This is an optimization exercise on Yosys and OpenROAD, whose aim is small area, a short achievable clock period and few clock cycles per item, not a production implementation.
The RTL was checked by simulation tests, not by an equivalence proof against the original design.
Power figures rest on the tool's default switching activity, not on a simulated workload.

==> flow/design.v (outline; a module is shown in full before it is edited, if it fits) <==
// module gnn_mlp_4x4x2: 2329 lines
module gnn_mlp_4x4x2 #(
  parameter int IN_W  = 5,
  parameter int HID_W = 11,
  parameter int OUT_W = 17
) (
  input  logic                    clk,
  input  logic                    rst_n,
  input  logic                    in_ready,
  input  logic signed [IN_W-1:0]  x0,
  input  logic signed [IN_W-1:0]  x1,
  input  logic signed [IN_W-1:0]  x2,
  input  logic signed [IN_W-1:0]  x3,
  input  logic signed [IN_W-1:0]  w04,
  input  logic signed [IN_W-1:0]  w14,
  input  logic signed [IN_W-1:0]  w24,
  input  logic signed [IN_W-1:0]  w34,
  input  logic signed [IN_W-1:0]  w05,
  input  logic signed [IN_W-1:0]  w15,
  input  logic signed [IN_W-1:0]  w25,
  input  logic signed [IN_W-1:0]  w35,
  input  logic signed [IN_W-1:0]  w06,
  input  logic signed [IN_W-1:0]  w16,
  input  logic signed [IN_W-1:0]  w26,
  input  logic signed [IN_W-1:0]  w36,
  input  logic signed [IN_W-1:0]  w07,
  input  logic signed [IN_W-1:0]  w17,
  input  logic signed [IN_W-1:0]  w27,
  input  logic signed [IN_W-1:0]  w37,
  input  logic signed [IN_W-1:0]  w48,
  input  logic signed [IN_W-1:0]  w58,
  input  logic signed [IN_W-1:0]  w68,
  input  logic signed [IN_W-1:0]  w78,
  input  logic signed [IN_W-1:0]  w49,
  input  logic signed [IN_W-1:0]  w59,
  input  logic signed [IN_W-1:0]  w69,
  input  logic signed [IN_W-1:0]  w79,
  output logic signed [OUT_W-1:0] out0,
  output logic signed [OUT_W-1:0] out1,
  output logic                    out0_ready,
  output logic                    out1_ready
);
  // ...
==> flow/flow/run.sh <==
#!/bin/bash
# Standard layout, with these changes:
#  - the full adders the RTL spells out (sum = a ^ b ^ c, carry = majority) are given to
#    synthesis as sky130 full-adder cells, so the adder trees keep the structure written;
#  - ports are buffered with buf_1 instead of the default delay buffer.
set -euo pipefail
python3 flow/fa_cells.py design.v design_fa.v > fa_cells.log 2>&1
bash standard.sh VERILOG_FILES="$PWD/design_fa.v" \
  BUFFER_PORTS_ARGS="-buffer_cell sky130_fd_sc_hd__buf_1" finish > standard.log 2>&1
==> flow/flow/fa_cells.py <==
#!/usr/bin/env python3
"""Rewrite full adders (and half adders  wire S = A ^ B;  wire CO = A & B;) written as  wire S = A ^ B ^ C;  wire CO = (A & B) | (A & C) | (B & C);
into sky130 full-adder cell instances, so that synthesis keeps the adder trees as written.
Usage: fa_cells.py IN.v OUT.v"""
import re, sys
src = open(sys.argv[1]).read().split('\n')
out = []
n = 0
i = 0
rs = re.compile(r'^\s*wire\s+(\S+)\s*=\s*(\S+)\s*\^\s*(\S+)\s*\^\s*(\S+)\s*;\s*$')
rhs = re.compile(r'^\s*wire\s+(\S+)\s*=\s*(\S+)\s*\^\s*(\S+)\s*;\s*$')
rhc = re.compile(r'^\s*wire\s+(\S+)\s*=\s*(\S+)\s*&\s*(\S+)\s*;\s*$')
rc = re.compile(r'^\s*wire\s+(\S+)\s*=\s*\((\S+)\s*&\s*(\S+)\)\s*\|\s*\((\S+)\s*&\s*(\S+)\)\s*\|\s*\((\S+)\s*&\s*(\S+)\)\s*;\s*$')
while i < len(src):
    m1 = rs.match(src[i])
    m2 = rc.match(src[i + 1]) if m1 and i + 1 < len(src) else None
    if m1 and m2:
        s, a, b, c = m1.groups()
        co = m2.group(1)
        assert m2.groups()[1:] == (a, b, a, c, b, c), src[i:i+2]
        n += 1
        out.append(f'  wire {s}, {co};')
        out.append(f'  sky130_fd_sc_hd__fa_1 bfa_{n} (.A({a}), .B({b}), .CIN({c}), .SUM({s}), .COUT({co}));')
        i += 2
    elif rhs.match(src[i]) and i + 1 < len(src) and rhc.match(src[i + 1]) \
            and rhs.match(src[i]).groups()[1:] == rhc.match(src[i + 1]).groups()[1:]:
        s, a, b = rhs.match(src[i]).groups()
        co = rhc.match(src[i + 1]).group(1)
        n += 1
        out.append(f'  wire {s}, {co};')
        out.append(f'  sky130_fd_sc_hd__ha_1 bha_{n} (.A({a}), .B({b}), .SUM({s}), .COUT({co}));')
        i += 2
    else:
        out.append(src[i])
        i += 1
open(sys.argv[2], 'w').write('\n'.join(out))
sys.stderr.write(f'{n} adder cells mapped\n')
==> flow/standard.sh <==
#!/bin/bash
# synth_recipe.tcl (not shown) runs the flow's synth.tcl, then flattens the netlist and writes it again
# the make line also repeats each setting of config.mk as NAME=value (left out here)
make -C /OpenROAD-flow-scripts/flow DESIGN_CONFIG=/design/flow/config.mk WORK_HOME=/design/flow/orfs CLKGATE_MAP_FILE= SYNTH_SCRIPT=/design/flow/synth_recipe.tcl "${@:-finish}"
==> flow/config.mk <==
export PLATFORM = sky130hd
export DESIGN_NAME = gnn_mlp_4x4x2
export DESIGN_NICKNAME = gnn_mlp_4x4x2
export VERILOG_FILES = /design/flow/design.v
export SDC_FILE = /design/flow/constraint.sdc
export NUM_CORES = 4
export LEC_CHECK = 0
export CAP_MARGIN = 20
export CORE_MARGIN = 2
export CORE_UTILIZATION = 40
export CTS_CLUSTER_DIAMETER = 100
export CTS_CLUSTER_SIZE = 25
export SETUP_SLACK_MARGIN = 4.8
export SLEW_MARGIN = 20
==> flow/constraint.sdc <==
create_clock -name core_clock -period 8.0 [get_ports {clk}]
set_input_delay 1.6000 -clock core_clock [delete_from_list [all_inputs] [get_ports {clk}]]
set_output_delay 1.6000 -clock core_clock [all_outputs]
set_load 0.01 [all_outputs]
==> notes.md, run 1 <==
* Outcome: finished clean
* Footprint of the multi-input gates at just over 20000 um2
* Top post-synthesis cells by area: fa_1 45%, dfxtp_1 31%, nand2_1 7.1%, and2_1 4.5%, ha_1 2.3%
* CTS tree: done
* Pleak at between 10 and 15 nW
* CP most frequent cell: fa_1
* Tmin final at 3190 ps
* Critical Path End: l2t0_r14[6]$_DFF_P_
* EDFF count, synth at 0
* #MultiIn Comb at about 1900
* Root buffer cell: clkbuf_16
* Total Routing Usage GR at 20.9%
* Crit path launch: h2_r11[1]$_SDFF_PN0_
* Hold_ws at between 300 and 400 ps
* Post-Synth XOR/XNOR Area at under 10%
* Number of CTS-inserted buffers at 29
* Logic pwr share at between 60% and 70%
* Worst R2R Setup Slack at a little under 5000 ps
* Grt met1 use at about 28%
* Setup crit start kind: register
* Core Box Area at ~76000 um2
* Slowest stage delay, CP at around 580 ps
* CP max FO at 10
* Post-Syn Area per Cell at ~12 um2
* Register area at between 9000 and 10000 um2
* Worst path cell trace: nand2_1, fa_1, fa_2, fa_1, fa_1, fa_1
Testbench counts, summed over its fixed seeds: cycles 16,040, items 16,000.
==> run 2: changes to the inputs <==
--- a/flow/config.mk
+++ b/flow/config.mk
@@ -7,7 +7,7 @@
 export LEC_CHECK = 0
 export CAP_MARGIN = 20
 export CORE_MARGIN = 2
-export CORE_UTILIZATION = 40
+export CORE_UTILIZATION = 60
 export CTS_CLUSTER_DIAMETER = 100
 export CTS_CLUSTER_SIZE = 25
 export SETUP_SLACK_MARGIN = 4.8
==> notes.md, run 2 <==
* Outcome: finished clean
* Yosys reg bits at 481
* Tmin final at 3190 ps (+2.70 ps)
* CP max-delay cell: fa_2
* Die area at between 50000 and 60000 um2
* WL/cell at between 20 and 25 um
* Routed wire length at a little under 80 mm
* Layout cells sized above 1 at about 12%
* CTS tree: done
* FP Rows at just over 80
* H-tree Lvls at 1
* Worst path depth at 7
* Most flop-heavy register: win_r2
* Hold_ws at 316 ps (-3.50 ps)
* Post-Syn Area per Cell at 12.0 um2 (unchanged)
* EDFF count, synth at 0 (unchanged)
* Routed vias at about 19000
* Min-delay worst type: register to register
* Ys Warns at 1
* Setup violations, final at 0
* Placed Area at between 30000 and 40000 um2
* Crit end category: register
* Worst r2r dst: l2t0_r14[15]$_DFF_P_
* Post-synth top area share at roughly 45%
* Starting density of the core at between 60% and 70%
* Post-synthesis sequential area ratio at approximately a third
* Top_reg_cell synth: dfxtp_1
* Clock transition at the registers of the reported paths at approximately 100 ps
* Critical Path End: l2t0_r14[15]$_DFF_P_
* CP max FO at 8 (-2)
* Vias per cell at approximately 5.7
* Measured slew at the worst slew-check pin at around 740 ps
* Commonest non-fill, non-tap cells in the layout: 632 x fa_1, 580 x nand2_1, 360 x dfxtp_1, 222 x and2_1, 178 x buf_1
* Post-Syn Area at 30700 um2
* Number of CTS-inserted buffers at 25 (-14%)
* CP most frequent cell: fa_2
* Die width at ~230 um
* Pre-CTS setup slack at approximately 4100 ps
* Most numerous cell in the Yosys netlist: fa_1
* Port bufs at 178
* Synthesized netlist net count at between 3000 and 4000
* Netlist cell types at 55
* Top post-synthesis cells by area: fa_1 45%, dfxtp_1 31%, nand2_1 7.1%, and2_1 4.5%, ha_1 2.3%
* Final Hold Viols at 0
* Reg2reg path depth at 7
* Arrival time at the worst endpoint at about 3700 ps
* Pwr Total at ~16 mW
* CP top delay family: adder cells
* Die Y-Extent at 230 um
* DP HPWL at 57.5 mm
* Worst Setup Path Type: register to register
* Clock Latency Late Sink at slightly above 600 ps
* Total Routing Usage GR at 30.6% (+9.7 points)
* Grt total ovfl at 0
* Top Ports at 179
* Buffers & Inverters on Critical Path at 1
* DRT iter0 DRCs at between 1500 and 2000
* Slew margin rel. at between 50% and 60%
* Worst path cell trace: buf_4, and2_1, fa_1, fa_2, fa_2, fa_2, fa_1
* Max-cap violations at 0
* Slowest stage delay, CP at 610 ps (+30 ps)
* Maximum VDD drop at between 0.3 and 0.4 mV
* Number of global-route vias before repair at roughly 21000
* Pleak at 12.8 nW (+0.27%)
* Pre-antenna DRT Iters at 5
* Nets@finish at between 3000 and 4000
* Reg-to-reg critical path startpoint: h2_r11[2]$_SDFF_PN0_
* Antenna violations before repair at 1
* Placer Congestion at 0.970
* Setup crit start kind: register
* P&R area growth vs syn at 11.2%
* Final Skew at roughly 31 ps
* FMAX at 313 MHz
* Unrepaired setup endpoints after global routing: true
* Sum Neg Setup Slack at 0 ps
* Largest registers: win_r2 (80), l2t0_r14 (43), l2t1_r15 (43)
* Worst Slack Setup Final at ~4800 ps
* Max FFs per register at 80
* Final antenna-violating net count at 0
* Fraction of registers with async set/reset at slightly above 1%
* Clock sink total at 481
* Largest net degree at the start of global routing at 27
* Worst R2R Setup Slack at 4810 ps (about the same)
* Commonest non-fill, non-tap cell in the layout: fa_1
* Crit path launch: h2_r11[2]$_SDFF_PN0_
* Root buffer cell: clkbuf_16
* Most frequent cells after synthesis: 692 x fa_1, 584 x nand2_1, 476 x dfxtp_1, 222 x and2_1, 126 x clkbuf_1
* Power per cell area at approximately 460 nW/um2
* Synth area leader: fa_1
* Clock Path Buffers at 3
* Final period util at 39.9%
* Final instance area at 34100 um2
* DRC at 0
* Core Box Area at 50300 um2 (-34%)
* CP required at approximately 8500 ps
* Count of pins over their slew limit at 0
* First-pass GRT wire length at around 120 mm
* Mapped Cells at between 2000 and 3000
==> run 2: area by class of cell <==
cell class | instances | area [um2]
tap | 672 | 841
sequential | 481 | 10000
fill | 3765 | 16200
timing repair buffer | 270 | 1790
clock inverter | 8 | 95.1
inverter | 104 | 390
clock buffer | 28 | 647
antenna | 1 | 2.50
multi-input combinational | 1855 | 20300
==> run 2: kinds of logic (layout without fill, tap and decap cells) <==
group / Yosys count / count (layout) / share of synthesized area, %
AND/OR/NAND/NOR: 936 / 936 / 13.9
adder cells (fa/ha/maj): 748 / 748 / 47.4
flip-flops: 481 / 481 / 31.5
buffers and inverters: 231 / 410 / 2.84
AO/OA/AOI/OAI: 107 / 107 / 2.51
XOR/XNOR: 63 / 63 / 1.80
multiplexers: 1 / 1 / 0.0367
other: 0 / 1 / 0
==> run 2: worst min path at each step <==
stage,from,end,slack [ps],depth (start not counted)
after floorplan,v_r8[0]$_DFF_P_,v_r13[0]$_DFF_P_,310,0
after global placement,v_r8[1]$_DFF_P_,v_r13[1]$_DFF_P_,310,0
after detailed placement,v_r8[10]$_DFF_P_,v_r13[10]$_DFF_P_,310,0
after CTS,v_r8[1]$_DFF_P_,v_r13[1]$_DFF_P_,320,0
after global routing,v_r8[1]$_DFF_P_,v_r13[1]$_DFF_P_,330,0
final,v_r8[1]$_DFF_P_,v_r13[1]$_DFF_P_,320,0
==> run 2: stage by stage <==
stage | cells | utilization [%]
after floorplan | 2567 | -
after global placement | 3294 | 63.1
after detailed placement | 3294 | 63.1
after CTS | 3365 | 66.1
after global routing | 3419 | 67.9
final | 3419 | 67.9
==> run 2: repair_timing <==
action	4_1_cts	5_1_grt
buffers inserted	35	53
hold buffers	0	0
setup endpoints to repair	107	43
resized for setup	165	139
pin swaps	0	48
==> run 2: power by group <==
part           internal (mW)  switching [mW]
Combinational           4.67            5.42
Clock                  0.596           0.793
Sequential              3.37           0.715
Total                   8.63            6.93
==> run 2: per-layer routing <==
layer	global-route usage [%]	part of all wire, %	routed length (um)	vias to the layer above
met5	0	0	0	-
met4	13.6	5.4	4300	0
met3	5.42	9.1	7200	217
met2	49.6	47	37400	1089
met1	40.9	38	30400	9879
li1	-	-	-	8176

-- what the ideal ports hide --
Ports are ideal in the flow. The routed layouts listed here were re-timed in OpenROAD.
Step 1: set_driving_cell puts a clkbuf_16 on clk and a buf_2 on each other input, an assumption about the parent block.
Step 2 also shifts input and output timing later by t, the mid clock arrival at the registers, as if the neighbouring blocks saw the same clock.
Three values: ideal, step 1, step 2; two values: the first two.
run | t, ns | setup WS [ns] | hold slack, ns | clock arrival spread, ns
run 1 | 0.689 | 4.812 / 4.812 / 4.812 | 0.320 / 0.320 / 0.320 | 0.050 / 0.051
run 2 | 0.651 | 4.809 / 4.809 / 4.809 | 0.316 / 0.316 / 0.316 | 0.031 / 0.031
After both steps every run listed still meets setup and hold.
